Background: an optimization exercise with open tools, aiming at small area, a short achievable clock period and few clock cycles. Do not read the settings as production practice.
Function was checked by simulation only, so behaviour that the tests miss may differ from the original.
Power figures rest on the tool's default switching activity, not on a simulated workload.

==> raven: inputs <==
## fpga_sys_top
module fpga_sys_top #(
	parameter int MEM_AW = 5,
	parameter int RD_LAT = 1  
) (
	input logic i_clk,
	input logic i_rst_n,
	input logic i_uart_wstart_rq,
	input logic i_uart_rstart_rq,
	input logic [fpga_sys_pkg::ADDR_W-1:0] i_uart_win_addr,
	input logic [fpga_sys_pkg::ADDR_W-1:0] i_uart_rin_addr,
	input logic [fpga_sys_pkg::LINE_W-1:0] i_uart_in_wdata,
	input logic [fpga_sys_pkg::MASK_W-1:0] i_uart_in_mask,
	output logic o_uart_finish_wresp,
	output logic o_uart_finish_mrd,
	output logic o_uart_rdat_m_valid,
	output logic [fpga_sys_pkg::LINE_W-1:0] o_uart_rdat_m_data,
	input logic i_dc_wstart_rq,
	input logic i_dc_rstart_rq,
	input logic [fpga_sys_pkg::ADDR_W-1:0] i_dc_win_addr,
	input logic [fpga_sys_pkg::ADDR_W-1:0] i_dc_rin_addr,
	input logic [fpga_sys_pkg::LINE_W-1:0] i_dc_in_wdata,
	input logic [fpga_sys_pkg::MASK_W-1:0] i_dc_in_mask,
	output logic o_dc_finish_wresp,
	output logic o_dc_finish_mrd,
	output logic o_dc_rdat_m_valid,
	output logic [fpga_sys_pkg::LINE_W-1:0] o_dc_rdat_m_data,
	output logic o_dc_rqfull,
	input logic i_dma_io_we,
	input logic [fpga_sys_pkg::IO_AW-1:0] i_dma_io_wadr,
	input logic [fpga_sys_pkg::IO_DW-1:0] i_dma_io_wdata,
	input logic [fpga_sys_pkg::IO_AW-1:0] i_dma_io_radr,
	input logic [fpga_sys_pkg::IO_DW-1:0] i_dma_io_rdata_in,
	output logic [fpga_sys_pkg::IO_DW-1:0] o_dma_io_rdata,
	output logic [fpga_sys_pkg::LED_W-1:0] o_rgb_led,
	output logic [fpga_sys_pkg::LED_W-1:0] o_rgb_led1,
	output logic [fpga_sys_pkg::LED_W-1:0] o_rgb_led2,
	output logic [fpga_sys_pkg::LED_W-1:0] o_rgb_led3
);
clock: 10.0 ns
lec_check: 0
cap_margin: 20
core_margin: 2
core_utilization: 40
cts_cluster_diameter: 80
cts_cluster_size: 24
place_density: 0.5
slew_margin: 20
synth_memory_max_bits: 16384
standard.sh (not shown) runs the stock make flow with config.mk's settings and CLKGATE_MAP_FILE= SYNTH_SCRIPT=/design/flow/synth_recipe.tcl, a recipe that flattens the netlist after the stock synthesis.
==> flow/flow/run.sh <==
#!/bin/bash
set -euo pipefail
export BUFFER_PORTS_ARGS="-buffer_cell sky130_fd_sc_hd__buf_2"
bash standard.sh SETUP_SLACK_MARGIN=6.8 "BUFFER_PORTS_ARGS=$BUFFER_PORTS_ARGS" finish > standard_flow.log 2>&1
==> inputs of willow, as changes to raven <==
--- a/flow/design.v
+++ b/flow/design.v
@@ -16,13 +16,11 @@
 		MST_UART = 1'b0,
 		MST_DC = 1'b1
 	} master_e;
 endpackage
 `timescale 1ns/100ps
-module bus_arbiter #(
-	parameter int LW = 5  
-) (
+module bus_arbiter (
 	input logic i_clk,
 	input logic i_rst_n,
 	input logic i_uart_wstart_rq,
 	input logic i_uart_rstart_rq,
 	input logic [fpga_sys_pkg::ADDR_W-1:0] i_uart_win_addr,
@@ -42,33 +40,30 @@
 	output logic o_dc_finish_wresp,
 	output logic o_dc_finish_mrd,
 	output logic o_dc_rdat_m_valid,
 	output logic [fpga_sys_pkg::LINE_W-1:0] o_dc_rdat_m_data,
 	output logic o_dc_rqfull,
-	output logic [(1<<LW)-1:0] o_wsel,
+	output logic o_we,
+	output logic [fpga_sys_pkg::LINE_IDX_W-1:0] o_wline,
 	output logic [fpga_sys_pkg::LINE_W-1:0] o_wdata,
 	output logic [fpga_sys_pkg::MASK_W-1:0] o_wmask,
-	output logic [(1<<LW)-1:0] o_rsel,
-	input logic [fpga_sys_pkg::LINE_W-1:0] i_uart_rd_data,
-	input logic [fpga_sys_pkg::LINE_W-1:0] i_dc_rd_data
+	output logic [fpga_sys_pkg::LINE_IDX_W-1:0] o_rline,
+	input logic [fpga_sys_pkg::LINE_W-1:0] i_rd_data
 );
-localparam int NLINE = 1 << LW;
 fpga_sys_pkg::master_e own;  
 logic uart_pend;  
 logic dc_pend;
 fpga_sys_pkg::cmd_e uart_type;  
 fpga_sys_pkg::cmd_e dc_type;
 logic uart_fw, uart_fr;  
 logic dc_fw, dc_fr;
-logic uart_fin, dc_fin;  
 logic dc_out;  
 logic uart_wr, uart_rd;  
 logic dc_wr, dc_rd;
 logic uart_srv, dc_srv;  
 logic uart_pend_n, dc_pend_n;
 fpga_sys_pkg::master_e own_n;
-logic [LW-1:0] rline;
 assign uart_wr = i_uart_wstart_rq | (uart_pend & (uart_type == fpga_sys_pkg::CMD_WRITE));
 assign uart_rd = i_uart_rstart_rq | (uart_pend & (uart_type == fpga_sys_pkg::CMD_READ));
 assign dc_wr = i_dc_wstart_rq | (dc_pend & (dc_type == fpga_sys_pkg::CMD_WRITE));
 assign dc_rd = i_dc_rstart_rq | (dc_pend & (dc_type == fpga_sys_pkg::CMD_READ));
 assign uart_srv = (own == fpga_sys_pkg::MST_UART);
@@ -78,13 +73,13 @@
 always_comb begin
 	if (uart_pend_n)
 		own_n = fpga_sys_pkg::MST_UART;
 	else if (dc_pend_n)
 		own_n = fpga_sys_pkg::MST_DC;
-	else if (uart_fin)
+	else if (uart_fw | uart_fr)
 		own_n = fpga_sys_pkg::MST_UART;
-	else if (dc_fin)
+	else if (dc_fw | dc_fr)
 		own_n = fpga_sys_pkg::MST_DC;
 	else if (uart_srv & (uart_wr | uart_rd))
 		own_n = fpga_sys_pkg::MST_DC;
 	else if (dc_srv & (dc_wr | dc_rd))
 		own_n = fpga_sys_pkg::MST_UART;
@@ -100,12 +95,10 @@
 		dc_type <= fpga_sys_pkg::CMD_READ;
 		uart_fw <= 1'b0;
 		uart_fr <= 1'b0;
 		dc_fw <= 1'b0;
 		dc_fr <= 1'b0;
-		uart_fin <= 1'b0;
-		dc_fin <= 1'b0;
 		dc_out <= 1'b0;
 	end else begin
 		own <= own_n;
 		uart_pend <= uart_pend_n;
 		dc_pend <= dc_pend_n;
@@ -115,75 +108,75 @@
 			dc_type <= i_dc_wstart_rq ? fpga_sys_pkg::CMD_WRITE : fpga_sys_pkg::CMD_READ;
 		uart_fw <= uart_srv & uart_wr;
 		uart_fr <= uart_srv & uart_rd;
 		dc_fw <= dc_srv & dc_wr;
 		dc_fr <= dc_srv & dc_rd;
-		uart_fin <= uart_srv & (uart_wr | uart_rd);
-		dc_fin <= dc_srv & (dc_wr | dc_rd);
 		if (i_dc_wstart_rq | i_dc_rstart_rq)
 			dc_out <= 1'b1;
-		else if (dc_fin)
+		else if (dc_fw | dc_fr)
 			dc_out <= 1'b0;
 	end
 end
+assign o_we = uart_srv ? uart_wr : dc_wr;
+assign o_wline = uart_srv ? i_uart_win_addr[fpga_sys_pkg::ADDR_W-1:fpga_sys_pkg::LINE_OFS]
+	: i_dc_win_addr[fpga_sys_pkg::ADDR_W-1:fpga_sys_pkg::LINE_OFS];
 assign o_wdata = uart_srv ? i_uart_in_wdata : i_dc_in_wdata;
 assign o_wmask = uart_srv ? i_uart_in_mask : i_dc_in_mask;
-assign rline = uart_srv ? i_uart_rin_addr[fpga_sys_pkg::LINE_OFS +: LW]
-	: i_dc_rin_addr[fpga_sys_pkg::LINE_OFS +: LW];
-always_comb begin
-	for (int l = 0; l < NLINE; l++) begin
-		o_wsel[l] = uart_srv ? (uart_wr & (i_uart_win_addr[fpga_sys_pkg::LINE_OFS +: LW] == l[LW-1:0]))
-			: (dc_wr & (i_dc_win_addr[fpga_sys_pkg::LINE_OFS +: LW] == l[LW-1:0]));
-		o_rsel[l] = (rline == l[LW-1:0]);
-	end
-end
+assign o_rline = uart_srv ? i_uart_rin_addr[fpga_sys_pkg::ADDR_W-1:fpga_sys_pkg::LINE_OFS]
+	: i_dc_rin_addr[fpga_sys_pkg::ADDR_W-1:fpga_sys_pkg::LINE_OFS];
 assign o_dc_rqfull = dc_out;
 assign o_uart_finish_wresp = uart_fw;
 assign o_uart_finish_mrd = uart_fr;
 assign o_uart_rdat_m_valid = uart_fr;
-assign o_uart_rdat_m_data = i_uart_rd_data;  
+assign o_uart_rdat_m_data = i_rd_data;  
 assign o_dc_finish_wresp = dc_fw;
 assign o_dc_finish_mrd = dc_fr;
 assign o_dc_rdat_m_valid = dc_fr;
-assign o_dc_rdat_m_data = i_dc_rd_data;
+assign o_dc_rdat_m_data = i_rd_data;
 endmodule
 `timescale 1ns/100ps
 module line_mem_ctrl #(
 	parameter int MEM_AW = 6  
 ) (
 	input logic i_clk,
-	input logic [(1<<MEM_AW)-1:0] i_wsel,  
+	input logic i_we,
+	input logic [fpga_sys_pkg::LINE_IDX_W-1:0] i_wline,
 	input logic [fpga_sys_pkg::LINE_W-1:0] i_wdata,
 	input logic [fpga_sys_pkg::MASK_W-1:0] i_wmask,
-	input logic [(1<<MEM_AW)-1:0] i_rsel,  
-	output logic [fpga_sys_pkg::LINE_W-1:0] o_uart_rd_data,
-	output logic [fpga_sys_pkg::LINE_W-1:0] o_dc_rd_data
+	input logic [fpga_sys_pkg::LINE_IDX_W-1:0] i_rline,
+	output logic [fpga_sys_pkg::LINE_W-1:0] o_rd_data
 );
 localparam int MEM_DEPTH = 1 << MEM_AW;
 logic [fpga_sys_pkg::LINE_W-1:0] mem_array [0:MEM_DEPTH-1];
+logic [MEM_AW-1:0] widx;
+logic [MEM_AW-1:0] ridx;
+logic [MEM_DEPTH-1:0] rsel;
 logic [fpga_sys_pkg::LINE_W-1:0] rd_mux;
-logic [fpga_sys_pkg::LINE_W-1:0] uart_rd_q;
-logic [fpga_sys_pkg::LINE_W-1:0] dc_rd_qn;
+logic [fpga_sys_pkg::LINE_W-1:0] rd_q;
+assign widx = i_wline[MEM_AW-1:0];
+assign ridx = i_rline[MEM_AW-1:0];
 always_ff @(posedge i_clk) begin
-	for (int l = 0; l < MEM_DEPTH; l++) begin
+	if (i_we) begin
 		for (int b = 0; b < fpga_sys_pkg::MASK_W; b++) begin
-			if (i_wsel[l] & !i_wmask[b])
-				mem_array[l][b*8 +: 8] <= i_wdata[b*8 +: 8];
+			if (!i_wmask[b])
+				mem_array[widx][b*8 +: 8] <= i_wdata[b*8 +: 8];
 		end
 	end
 end
 always_comb begin
+	for (int l = 0; l < MEM_DEPTH; l++)
+		rsel[l] = (ridx == l[MEM_AW-1:0]);
+end
+always_comb begin
 	rd_mux = '0;
 	for (int l = 0; l < MEM_DEPTH; l++)
-		rd_mux = rd_mux | (mem_array[l] & {fpga_sys_pkg::LINE_W{i_rsel[l]}});
+		rd_mux = rd_mux | (mem_array[l] & {fpga_sys_pkg::LINE_W{rsel[l]}});
 end
 always_ff @(posedge i_clk) begin
-	uart_rd_q <= rd_mux;
-	dc_rd_qn <= ~rd_mux;
+	rd_q <= rd_mux;
 end
-assign o_uart_rd_data = uart_rd_q;
-assign o_dc_rd_data = ~dc_rd_qn;
+assign o_rd_data = rd_q;
 endmodule
 `timescale 1ns/100ps
 module io_led (
 	input logic i_clk,
 	input logic i_rst_n,
@@ -266,17 +259,17 @@
 	output logic [fpga_sys_pkg::LED_W-1:0] o_rgb_led,
 	output logic [fpga_sys_pkg::LED_W-1:0] o_rgb_led1,
 	output logic [fpga_sys_pkg::LED_W-1:0] o_rgb_led2,
 	output logic [fpga_sys_pkg::LED_W-1:0] o_rgb_led3
 );
-logic [(1<<MEM_AW)-1:0] wsel;
+logic we;
+logic [fpga_sys_pkg::LINE_IDX_W-1:0] wline;
 logic [fpga_sys_pkg::LINE_W-1:0] wdata;
 logic [fpga_sys_pkg::MASK_W-1:0] wmask;
-logic [(1<<MEM_AW)-1:0] rsel;
-logic [fpga_sys_pkg::LINE_W-1:0] uart_rd_data;
-logic [fpga_sys_pkg::LINE_W-1:0] dc_rd_data;
-bus_arbiter #(.LW(MEM_AW)) u_arb (
+logic [fpga_sys_pkg::LINE_IDX_W-1:0] rline;
+logic [fpga_sys_pkg::LINE_W-1:0] rd_data;
+bus_arbiter u_arb (
 	.i_clk(i_clk),
 	.i_rst_n(i_rst_n),
 	.i_uart_wstart_rq(i_uart_wstart_rq),
 	.i_uart_rstart_rq(i_uart_rstart_rq),
 	.i_uart_win_addr(i_uart_win_addr),
@@ -296,25 +289,25 @@
 	.o_dc_finish_wresp(o_dc_finish_wresp),
 	.o_dc_finish_mrd(o_dc_finish_mrd),
 	.o_dc_rdat_m_valid(o_dc_rdat_m_valid),
 	.o_dc_rdat_m_data(o_dc_rdat_m_data),
 	.o_dc_rqfull(o_dc_rqfull),
-	.o_wsel(wsel),
+	.o_we(we),
+	.o_wline(wline),
 	.o_wdata(wdata),
 	.o_wmask(wmask),
-	.o_rsel(rsel),
-	.i_uart_rd_data(uart_rd_data),
-	.i_dc_rd_data(dc_rd_data)
+	.o_rline(rline),
+	.i_rd_data(rd_data)
 );
 line_mem_ctrl #(.MEM_AW(MEM_AW)) u_mem (
 	.i_clk(i_clk),
-	.i_wsel(wsel),
+	.i_we(we),
+	.i_wline(wline),
 	.i_wdata(wdata),
 	.i_wmask(wmask),
-	.i_rsel(rsel),
-	.o_uart_rd_data(uart_rd_data),
-	.o_dc_rd_data(dc_rd_data)
+	.i_rline(rline),
+	.o_rd_data(rd_data)
 );
 io_led u_led (
 	.i_clk(i_clk),
 	.i_rst_n(i_rst_n),
 	.i_dma_io_we(i_dma_io_we),
==> flow/run.sh (new file) <==
#!/bin/bash
# synth_recipe.tcl (not shown) runs the flow's synth.tcl, then flattens the netlist and writes it again
# the make line also repeats each setting of config.mk as NAME=value (left out here)
make -C /OpenROAD-flow-scripts/flow DESIGN_CONFIG=/design/flow/config.mk WORK_HOME=/design/flow/orfs CLKGATE_MAP_FILE= SYNTH_SCRIPT=/design/flow/synth_recipe.tcl finish
CTS_CLUSTER_DIAMETER = default   (was 80)
CTS_CLUSTER_SIZE = default   (was 24)
SETUP_SLACK_MARGIN = 5   (was default)
removed: flow/flow/run.sh
removed: flow/standard.sh
==> flow_summary.ini <==
[worst_setup_path]
worst-path-max-fanout = 6

[placement]
dp_cells = 15700

[status]
status = complete, no violations

[finish]
num-fill-cells = 32600

[synth]
yosys-top-cells-area = edfxtp_1 75%, a22oi_1 6.0%, dfxtp_1 3.1%
[end of results for raven]
==> flow_summary.ini <==
[status]
status = complete, no violations

[placement]
dp_cells = 14400

[floorplanning]
dieArea_sq_mm = 0.404

[finish]
num-fill-cells = 33500
[end of results for willow]
Testbench counts of raven, summed over its fixed seeds: cycles 2,592.
Testbench counts of willow, summed over its fixed seeds: cycles 2,592.

========
==> 08-22: inputs <==
fpga_sys_top, a different RTL version from the one above (not shown whole).
clock: 10.0 ns
lec_check: 0
cap_margin: 20
core_margin: 2
core_utilization: 40
cts_cluster_diameter: 80
cts_cluster_size: 24
place_density: 0.5
slew_margin: 20
synth_memory_max_bits: 16384
==> flow/flow/run.sh <==
#!/bin/bash
set -euo pipefail
export BUFFER_PORTS_ARGS="-buffer_cell sky130_fd_sc_hd__buf_2"
bash standard.sh SETUP_SLACK_MARGIN=6.4 "BUFFER_PORTS_ARGS=$BUFFER_PORTS_ARGS" finish > standard_flow.log 2>&1
==> 12-18 (differences from 08-22) <==
--- a/flow/design.v
+++ b/flow/design.v
@@ -13,19 +13,17 @@
 		CMD_WRITE = 1'b1
 	} cmd_e;
 	typedef enum logic {
 		MST_UART = 1'b0,
 		MST_DC = 1'b1
 	} master_e;
 endpackage
 `timescale 1ns/100ps
-module bus_arbiter #(
-	parameter int LW = 5  
-) (
+module bus_arbiter (
 	input logic i_clk,
 	input logic i_rst_n,
 	input logic i_uart_wstart_rq,
 	input logic i_uart_rstart_rq,
 	input logic [fpga_sys_pkg::ADDR_W-1:0] i_uart_win_addr,
 	input logic [fpga_sys_pkg::ADDR_W-1:0] i_uart_rin_addr,
 	input logic [fpga_sys_pkg::LINE_W-1:0] i_uart_in_wdata,
 	input logic [fpga_sys_pkg::MASK_W-1:0] i_uart_in_mask,
@@ -39,37 +37,36 @@
 	input logic [fpga_sys_pkg::ADDR_W-1:0] i_dc_rin_addr,
 	input logic [fpga_sys_pkg::LINE_W-1:0] i_dc_in_wdata,
 	input logic [fpga_sys_pkg::MASK_W-1:0] i_dc_in_mask,
 	output logic o_dc_finish_wresp,
 	output logic o_dc_finish_mrd,
 	output logic o_dc_rdat_m_valid,
 	output logic [fpga_sys_pkg::LINE_W-1:0] o_dc_rdat_m_data,
 	output logic o_dc_rqfull,
-	output logic [(1<<LW)-1:0] o_wsel,
+	output logic o_we,
+	output logic [fpga_sys_pkg::LINE_IDX_W-1:0] o_wline,
 	output logic [fpga_sys_pkg::LINE_W-1:0] o_wdata,
 	output logic [fpga_sys_pkg::MASK_W-1:0] o_wmask,
-	output logic [(1<<LW)-1:0] o_rsel,
+	output logic [fpga_sys_pkg::LINE_IDX_W-1:0] o_rline,
 	input logic [fpga_sys_pkg::LINE_W-1:0] i_rd_data
 );
-localparam int NLINE = 1 << LW;
 fpga_sys_pkg::master_e own;  
 logic uart_pend;  
 logic dc_pend;
 fpga_sys_pkg::cmd_e uart_type;  
 fpga_sys_pkg::cmd_e dc_type;
 logic uart_fw, uart_fr;  
 logic dc_fw, dc_fr;
 logic dc_out;  
 logic uart_wr, uart_rd;  
 logic dc_wr, dc_rd;
 logic uart_srv, dc_srv;  
 logic uart_pend_n, dc_pend_n;
 fpga_sys_pkg::master_e own_n;
-logic [LW-1:0] rline;
 assign uart_wr = i_uart_wstart_rq | (uart_pend & (uart_type == fpga_sys_pkg::CMD_WRITE));
 assign uart_rd = i_uart_rstart_rq | (uart_pend & (uart_type == fpga_sys_pkg::CMD_READ));
 assign dc_wr = i_dc_wstart_rq | (dc_pend & (dc_type == fpga_sys_pkg::CMD_WRITE));
 assign dc_rd = i_dc_rstart_rq | (dc_pend & (dc_type == fpga_sys_pkg::CMD_READ));
 assign uart_srv = (own == fpga_sys_pkg::MST_UART);
 assign dc_srv = (own == fpga_sys_pkg::MST_DC);
 assign uart_pend_n = (uart_wr | uart_rd) & ~uart_srv;
 assign dc_pend_n = (dc_wr | dc_rd) & ~dc_srv;
@@ -114,67 +111,62 @@
 		dc_fw <= dc_srv & dc_wr;
 		dc_fr <= dc_srv & dc_rd;
 		if (i_dc_wstart_rq | i_dc_rstart_rq)
 			dc_out <= 1'b1;
 		else if (dc_fw | dc_fr)
 			dc_out <= 1'b0;
 	end
 end
+assign o_we = uart_srv ? uart_wr : dc_wr;
+assign o_wline = uart_srv ? i_uart_win_addr[fpga_sys_pkg::ADDR_W-1:fpga_sys_pkg::LINE_OFS]
+	: i_dc_win_addr[fpga_sys_pkg::ADDR_W-1:fpga_sys_pkg::LINE_OFS];
 assign o_wdata = uart_srv ? i_uart_in_wdata : i_dc_in_wdata;
 assign o_wmask = uart_srv ? i_uart_in_mask : i_dc_in_mask;
-assign rline = uart_srv ? i_uart_rin_addr[fpga_sys_pkg::LINE_OFS +: LW]
-	: i_dc_rin_addr[fpga_sys_pkg::LINE_OFS +: LW];
-always_comb begin
-	for (int l = 0; l < NLINE; l++) begin
-		o_wsel[l] = uart_srv ? (uart_wr & (i_uart_win_addr[fpga_sys_pkg::LINE_OFS +: LW] == l[LW-1:0]))
-			: (dc_wr & (i_dc_win_addr[fpga_sys_pkg::LINE_OFS +: LW] == l[LW-1:0]));
-		o_rsel[l] = (rline == l[LW-1:0]);
-	end
-end
+assign o_rline = uart_srv ? i_uart_rin_addr[fpga_sys_pkg::ADDR_W-1:fpga_sys_pkg::LINE_OFS]
+	: i_dc_rin_addr[fpga_sys_pkg::ADDR_W-1:fpga_sys_pkg::LINE_OFS];
 assign o_dc_rqfull = dc_out;
 assign o_uart_finish_wresp = uart_fw;
 assign o_uart_finish_mrd = uart_fr;
 assign o_uart_rdat_m_valid = uart_fr;
 assign o_uart_rdat_m_data = i_rd_data;  
 assign o_dc_finish_wresp = dc_fw;
 assign o_dc_finish_mrd = dc_fr;
 assign o_dc_rdat_m_valid = dc_fr;
 assign o_dc_rdat_m_data = i_rd_data;
 endmodule
 `timescale 1ns/100ps
 module line_mem_ctrl #(
 	parameter int MEM_AW = 6  
 ) (
 	input logic i_clk,
-	input logic [(1<<MEM_AW)-1:0] i_wsel,  
+	input logic i_we,
+	input logic [fpga_sys_pkg::LINE_IDX_W-1:0] i_wline,
 	input logic [fpga_sys_pkg::LINE_W-1:0] i_wdata,
 	input logic [fpga_sys_pkg::MASK_W-1:0] i_wmask,
-	input logic [(1<<MEM_AW)-1:0] i_rsel,  
+	input logic [fpga_sys_pkg::LINE_IDX_W-1:0] i_rline,
 	output logic [fpga_sys_pkg::LINE_W-1:0] o_rd_data
 );
 localparam int MEM_DEPTH = 1 << MEM_AW;
 logic [fpga_sys_pkg::LINE_W-1:0] mem_array [0:MEM_DEPTH-1];
-logic [fpga_sys_pkg::LINE_W-1:0] rd_mux;
+logic [MEM_AW-1:0] widx;
+logic [MEM_AW-1:0] ridx;
 logic [fpga_sys_pkg::LINE_W-1:0] rd_q;
+assign widx = i_wline[MEM_AW-1:0];
+assign ridx = i_rline[MEM_AW-1:0];
 always_ff @(posedge i_clk) begin
-	for (int l = 0; l < MEM_DEPTH; l++) begin
+	if (i_we) begin
 		for (int b = 0; b < fpga_sys_pkg::MASK_W; b++) begin
-			if (i_wsel[l] & !i_wmask[b])
-				mem_array[l][b*8 +: 8] <= i_wdata[b*8 +: 8];
+			if (!i_wmask[b])
+				mem_array[widx][b*8 +: 8] <= i_wdata[b*8 +: 8];
 		end
 	end
 end
-always_comb begin
-	rd_mux = '0;
-	for (int l = 0; l < MEM_DEPTH; l++)
-		rd_mux = rd_mux | (mem_array[l] & {fpga_sys_pkg::LINE_W{i_rsel[l]}});
-end
 always_ff @(posedge i_clk) begin
-	rd_q <= rd_mux;
+	rd_q <= mem_array[ridx];
 end
 assign o_rd_data = rd_q;
 endmodule
 `timescale 1ns/100ps
 module io_led (
 	input logic i_clk,
 	input logic i_rst_n,
 	input logic i_dma_io_we,
@@ -253,22 +245,23 @@
 	input logic [fpga_sys_pkg::IO_AW-1:0] i_dma_io_radr,
 	input logic [fpga_sys_pkg::IO_DW-1:0] i_dma_io_rdata_in,
 	output logic [fpga_sys_pkg::IO_DW-1:0] o_dma_io_rdata,
 	output logic [fpga_sys_pkg::LED_W-1:0] o_rgb_led,
 	output logic [fpga_sys_pkg::LED_W-1:0] o_rgb_led1,
 	output logic [fpga_sys_pkg::LED_W-1:0] o_rgb_led2,
 	output logic [fpga_sys_pkg::LED_W-1:0] o_rgb_led3
 );
-logic [(1<<MEM_AW)-1:0] wsel;
+logic we;
+logic [fpga_sys_pkg::LINE_IDX_W-1:0] wline;
 logic [fpga_sys_pkg::LINE_W-1:0] wdata;
 logic [fpga_sys_pkg::MASK_W-1:0] wmask;
-logic [(1<<MEM_AW)-1:0] rsel;
+logic [fpga_sys_pkg::LINE_IDX_W-1:0] rline;
 logic [fpga_sys_pkg::LINE_W-1:0] rd_data;
-bus_arbiter #(.LW(MEM_AW)) u_arb (
+bus_arbiter u_arb (
 	.i_clk(i_clk),
 	.i_rst_n(i_rst_n),
 	.i_uart_wstart_rq(i_uart_wstart_rq),
 	.i_uart_rstart_rq(i_uart_rstart_rq),
 	.i_uart_win_addr(i_uart_win_addr),
 	.i_uart_rin_addr(i_uart_rin_addr),
 	.i_uart_in_wdata(i_uart_in_wdata),
 	.i_uart_in_mask(i_uart_in_mask),
@@ -282,28 +275,30 @@
 	.i_dc_rin_addr(i_dc_rin_addr),
 	.i_dc_in_wdata(i_dc_in_wdata),
 	.i_dc_in_mask(i_dc_in_mask),
 	.o_dc_finish_wresp(o_dc_finish_wresp),
 	.o_dc_finish_mrd(o_dc_finish_mrd),
 	.o_dc_rdat_m_valid(o_dc_rdat_m_valid),
 	.o_dc_rdat_m_data(o_dc_rdat_m_data),
 	.o_dc_rqfull(o_dc_rqfull),
-	.o_wsel(wsel),
+	.o_we(we),
+	.o_wline(wline),
 	.o_wdata(wdata),
 	.o_wmask(wmask),
-	.o_rsel(rsel),
+	.o_rline(rline),
 	.i_rd_data(rd_data)
 );
 line_mem_ctrl #(.MEM_AW(MEM_AW)) u_mem (
 	.i_clk(i_clk),
-	.i_wsel(wsel),
+	.i_we(we),
+	.i_wline(wline),
 	.i_wdata(wdata),
 	.i_wmask(wmask),
-	.i_rsel(rsel),
+	.i_rline(rline),
 	.o_rd_data(rd_data)
 );
 io_led u_led (
 	.i_clk(i_clk),
 	.i_rst_n(i_rst_n),
 	.i_dma_io_we(i_dma_io_we),
 	.i_dma_io_wadr(i_dma_io_wadr),
 	.i_dma_io_wdata(i_dma_io_wdata),
==> flow/run.sh (new file) <==
#!/bin/bash
# synth_recipe.tcl (not shown) runs the flow's synth.tcl, then flattens the netlist and writes it again
# the make line also repeats each setting of config.mk as NAME=value (left out here)
make -C /OpenROAD-flow-scripts/flow DESIGN_CONFIG=/design/flow/config.mk WORK_HOME=/design/flow/orfs CLKGATE_MAP_FILE= SYNTH_SCRIPT=/design/flow/synth_recipe.tcl finish
- CORE_UTILIZATION: 40 -> 30
- CTS_CLUSTER_DIAMETER: 80 -> unset
- CTS_CLUSTER_SIZE: 24 -> unset
- PLACE_DENSITY: 0.5 -> 0.35
removed: flow/flow/run.sh
removed: flow/standard.sh
==> 10-03 (differences from 08-22) <==
--- a/flow/design.v
+++ b/flow/design.v
@@ -39,16 +39,17 @@
 	input logic [fpga_sys_pkg::ADDR_W-1:0] i_dc_rin_addr,
 	input logic [fpga_sys_pkg::LINE_W-1:0] i_dc_in_wdata,
 	input logic [fpga_sys_pkg::MASK_W-1:0] i_dc_in_mask,
 	output logic o_dc_finish_wresp,
 	output logic o_dc_finish_mrd,
 	output logic o_dc_rdat_m_valid,
 	output logic [fpga_sys_pkg::LINE_W-1:0] o_dc_rdat_m_data,
 	output logic o_dc_rqfull,
+	output logic o_we,
 	output logic [(1<<LW)-1:0] o_wsel,
 	output logic [fpga_sys_pkg::LINE_W-1:0] o_wdata,
 	output logic [fpga_sys_pkg::MASK_W-1:0] o_wmask,
 	output logic [(1<<LW)-1:0] o_rsel,
 	input logic [fpga_sys_pkg::LINE_W-1:0] i_rd_data
 );
 localparam int NLINE = 1 << LW;
 fpga_sys_pkg::master_e own;  
@@ -59,17 +60,16 @@
 logic uart_fw, uart_fr;  
 logic dc_fw, dc_fr;
 logic dc_out;  
 logic uart_wr, uart_rd;  
 logic dc_wr, dc_rd;
 logic uart_srv, dc_srv;  
 logic uart_pend_n, dc_pend_n;
 fpga_sys_pkg::master_e own_n;
-logic [LW-1:0] rline;
 assign uart_wr = i_uart_wstart_rq | (uart_pend & (uart_type == fpga_sys_pkg::CMD_WRITE));
 assign uart_rd = i_uart_rstart_rq | (uart_pend & (uart_type == fpga_sys_pkg::CMD_READ));
 assign dc_wr = i_dc_wstart_rq | (dc_pend & (dc_type == fpga_sys_pkg::CMD_WRITE));
 assign dc_rd = i_dc_rstart_rq | (dc_pend & (dc_type == fpga_sys_pkg::CMD_READ));
 assign uart_srv = (own == fpga_sys_pkg::MST_UART);
 assign dc_srv = (own == fpga_sys_pkg::MST_DC);
 assign uart_pend_n = (uart_wr | uart_rd) & ~uart_srv;
 assign dc_pend_n = (dc_wr | dc_rd) & ~dc_srv;
@@ -114,25 +114,25 @@
 		dc_fw <= dc_srv & dc_wr;
 		dc_fr <= dc_srv & dc_rd;
 		if (i_dc_wstart_rq | i_dc_rstart_rq)
 			dc_out <= 1'b1;
 		else if (dc_fw | dc_fr)
 			dc_out <= 1'b0;
 	end
 end
+assign o_we = uart_srv ? uart_wr : dc_wr;
 assign o_wdata = uart_srv ? i_uart_in_wdata : i_dc_in_wdata;
 assign o_wmask = uart_srv ? i_uart_in_mask : i_dc_in_mask;
-assign rline = uart_srv ? i_uart_rin_addr[fpga_sys_pkg::LINE_OFS +: LW]
-	: i_dc_rin_addr[fpga_sys_pkg::LINE_OFS +: LW];
 always_comb begin
 	for (int l = 0; l < NLINE; l++) begin
-		o_wsel[l] = uart_srv ? (uart_wr & (i_uart_win_addr[fpga_sys_pkg::LINE_OFS +: LW] == l[LW-1:0]))
-			: (dc_wr & (i_dc_win_addr[fpga_sys_pkg::LINE_OFS +: LW] == l[LW-1:0]));
-		o_rsel[l] = (rline == l[LW-1:0]);
+		o_wsel[l] = uart_srv ? (i_uart_win_addr[fpga_sys_pkg::LINE_OFS +: LW] == l[LW-1:0])
+			: (i_dc_win_addr[fpga_sys_pkg::LINE_OFS +: LW] == l[LW-1:0]);
+		o_rsel[l] = uart_srv ? (i_uart_rin_addr[fpga_sys_pkg::LINE_OFS +: LW] == l[LW-1:0])
+			: (i_dc_rin_addr[fpga_sys_pkg::LINE_OFS +: LW] == l[LW-1:0]);
 	end
 end
 assign o_dc_rqfull = dc_out;
 assign o_uart_finish_wresp = uart_fw;
 assign o_uart_finish_mrd = uart_fr;
 assign o_uart_rdat_m_valid = uart_fr;
 assign o_uart_rdat_m_data = i_rd_data;  
 assign o_dc_finish_wresp = dc_fw;
@@ -140,30 +140,31 @@
 assign o_dc_rdat_m_valid = dc_fr;
 assign o_dc_rdat_m_data = i_rd_data;
 endmodule
 `timescale 1ns/100ps
 module line_mem_ctrl #(
 	parameter int MEM_AW = 6  
 ) (
 	input logic i_clk,
+	input logic i_we,
 	input logic [(1<<MEM_AW)-1:0] i_wsel,  
 	input logic [fpga_sys_pkg::LINE_W-1:0] i_wdata,
 	input logic [fpga_sys_pkg::MASK_W-1:0] i_wmask,
 	input logic [(1<<MEM_AW)-1:0] i_rsel,  
 	output logic [fpga_sys_pkg::LINE_W-1:0] o_rd_data
 );
 localparam int MEM_DEPTH = 1 << MEM_AW;
 logic [fpga_sys_pkg::LINE_W-1:0] mem_array [0:MEM_DEPTH-1];
 logic [fpga_sys_pkg::LINE_W-1:0] rd_mux;
 logic [fpga_sys_pkg::LINE_W-1:0] rd_q;
 always_ff @(posedge i_clk) begin
 	for (int l = 0; l < MEM_DEPTH; l++) begin
 		for (int b = 0; b < fpga_sys_pkg::MASK_W; b++) begin
-			if (i_wsel[l] & !i_wmask[b])
+			if (i_we & i_wsel[l] & !i_wmask[b])
 				mem_array[l][b*8 +: 8] <= i_wdata[b*8 +: 8];
 		end
 	end
 end
 always_comb begin
 	rd_mux = '0;
 	for (int l = 0; l < MEM_DEPTH; l++)
 		rd_mux = rd_mux | (mem_array[l] & {fpga_sys_pkg::LINE_W{i_rsel[l]}});
@@ -253,16 +254,17 @@
 	input logic [fpga_sys_pkg::IO_AW-1:0] i_dma_io_radr,
 	input logic [fpga_sys_pkg::IO_DW-1:0] i_dma_io_rdata_in,
 	output logic [fpga_sys_pkg::IO_DW-1:0] o_dma_io_rdata,
 	output logic [fpga_sys_pkg::LED_W-1:0] o_rgb_led,
 	output logic [fpga_sys_pkg::LED_W-1:0] o_rgb_led1,
 	output logic [fpga_sys_pkg::LED_W-1:0] o_rgb_led2,
 	output logic [fpga_sys_pkg::LED_W-1:0] o_rgb_led3
 );
+logic we;
 logic [(1<<MEM_AW)-1:0] wsel;
 logic [fpga_sys_pkg::LINE_W-1:0] wdata;
 logic [fpga_sys_pkg::MASK_W-1:0] wmask;
 logic [(1<<MEM_AW)-1:0] rsel;
 logic [fpga_sys_pkg::LINE_W-1:0] rd_data;
 bus_arbiter #(.LW(MEM_AW)) u_arb (
 	.i_clk(i_clk),
 	.i_rst_n(i_rst_n),
@@ -282,24 +284,26 @@
 	.i_dc_rin_addr(i_dc_rin_addr),
 	.i_dc_in_wdata(i_dc_in_wdata),
 	.i_dc_in_mask(i_dc_in_mask),
 	.o_dc_finish_wresp(o_dc_finish_wresp),
 	.o_dc_finish_mrd(o_dc_finish_mrd),
 	.o_dc_rdat_m_valid(o_dc_rdat_m_valid),
 	.o_dc_rdat_m_data(o_dc_rdat_m_data),
 	.o_dc_rqfull(o_dc_rqfull),
+	.o_we(we),
 	.o_wsel(wsel),
 	.o_wdata(wdata),
 	.o_wmask(wmask),
 	.o_rsel(rsel),
 	.i_rd_data(rd_data)
 );
 line_mem_ctrl #(.MEM_AW(MEM_AW)) u_mem (
 	.i_clk(i_clk),
+	.i_we(we),
 	.i_wsel(wsel),
 	.i_wdata(wdata),
 	.i_wmask(wmask),
 	.i_rsel(rsel),
 	.o_rd_data(rd_data)
 );
 io_led u_led (
 	.i_clk(i_clk),
==> flow/flow/run.sh (replaced) <==
#!/bin/bash
set -euo pipefail
export BUFFER_PORTS_ARGS="-buffer_cell sky130_fd_sc_hd__buf_2"
bash standard.sh SETUP_SLACK_MARGIN=6.3 "BUFFER_PORTS_ARGS=$BUFFER_PORTS_ARGS" finish > standard_flow.log 2>&1
- CORE_UTILIZATION: 40 -> 55
- CTS_CLUSTER_DIAMETER: 80 -> unset
- CTS_CLUSTER_SIZE: 24 -> unset
- PLACE_DENSITY: 0.5 -> 0.65
==> qor summary <==
Worst EP required: 12-18 10.87 ns; 08-22 10.79 ns; 10-03 10.75 ns
Cell count after synthesis: 12-18 12700; 08-22 9594; 10-03 10300
Standard-cell row count: 12-18 283; 08-22 232; 10-03 199
Post-DR wirelength/cell: 12-18 37.9 µm; 08-22 33.2 µm; 10-03 32.2 µm
# Taps: 12-18 7837; 08-22 5265; 10-03 3919
Startpoint of the tightest hold check path: 12-18 u_arb.dc_out; 08-22 u_arb.dc_type; 10-03 u_mem.mem_array[0][124]
Biggest cell delay along the critical path: 12-18 0.84 ns; 08-22 0.57 ns; 10-03 0.46 ns
Die Footprint: 12-18 604000 µm²; 08-22 405000 µm²; 10-03 301000 µm²
Proportion of cell area occupied by multi-input gates: 12-18 0.224; 08-22 0.185; 10-03 0.185
Area of the core: 12-18 595000 µm²; 08-22 399000 µm²; 10-03 294000 µm²
Result of the run: 12-18 no timing/DRC/antenna violations; 08-22 no timing/DRC/antenna violations; 10-03 no timing/DRC/antenna violations
Diode count: 12-18 59; 08-22 7; 10-03 20
Power in the clock group: 12-18 19.2 mW; 08-22 9.99 mW; 10-03 15.9 mW
Slowest stage cell on the critical path: 12-18 sky130_fd_sc_hd__mux2_8; 08-22 sky130_fd_sc_hd__a221oi_1; 10-03 sky130_fd_sc_hd__a2111oi_1
Period utilisation layout: 12-18 0.563; 08-22 0.376; 10-03 0.400
Die Y-Extent: 12-18 777 µm; 08-22 636 µm; 10-03 548 µm
Share of power burned in combinational logic: 12-18 0.304; 08-22 0.274; 10-03 0.208
Pin count of the biggest net entering global routing: 12-18 139; 08-22 155; 10-03 166
Post-route design area: 12-18 211000 µm²; 08-22 182000 µm²; 10-03 187000 µm²
Initial Utilization: 12-18 0.301; 08-22 0.401; 10-03 0.554
Half-perimeter wire length of the detailed placement result: 12-18 475000 µm; 08-22 277000 µm; 10-03 267000 µm
Testbench counts of 08-22, summed over its fixed seeds: cycles 2,592.
Testbench counts of 12-18, summed over its fixed seeds: cycles 2,592.
Testbench counts of 10-03, summed over its fixed seeds: cycles 2,592.

[re-timing with driven ports]
How much do the figures lean on ideal ports? The routed layouts below were timed once more, with nothing changed but the port constraints.
Step 1 assumes that a clkbuf_16 drives the clock port and a buf_2 every other input.
Step 2 also shifts input and output timing later by t, the mid clock arrival at the registers, as if the neighbouring blocks saw the same clock.
Three values: ideal ports, drivers, drivers and shift; two values: the first two.
run	shift t [ns]	setup slack, ns	worst hold slack (ns)	worst register clock-pin slew, ns	cell pins on the clock port's net
raven	1.107	6.347 / 5.979 / 4.872	0.502 / 0.502 / 0.502	0.11 / 0.11	1
willow	1.072	4.870 / 4.944 / 3.872	0.470 / 0.470 / 0.470	0.07 / 0.07	1
08-22	1.070	6.238 / 6.293 / 5.223	0.509 / 0.509 / 0.509	0.10 / 0.10	1
12-18	1.199	4.370 / 4.386 / 3.187	0.489 / 0.489 / 0.489	0.06 / 0.06	1
10-03	1.067	6.000 / 5.956 / 4.889	0.494 / 0.494 / 0.494	0.07 / 0.07	1
After both steps every run listed still meets setup and hold. The setup slack of raven, which loses most, moves by -0.368 ns with the drivers and by -1.475 ns with both steps.
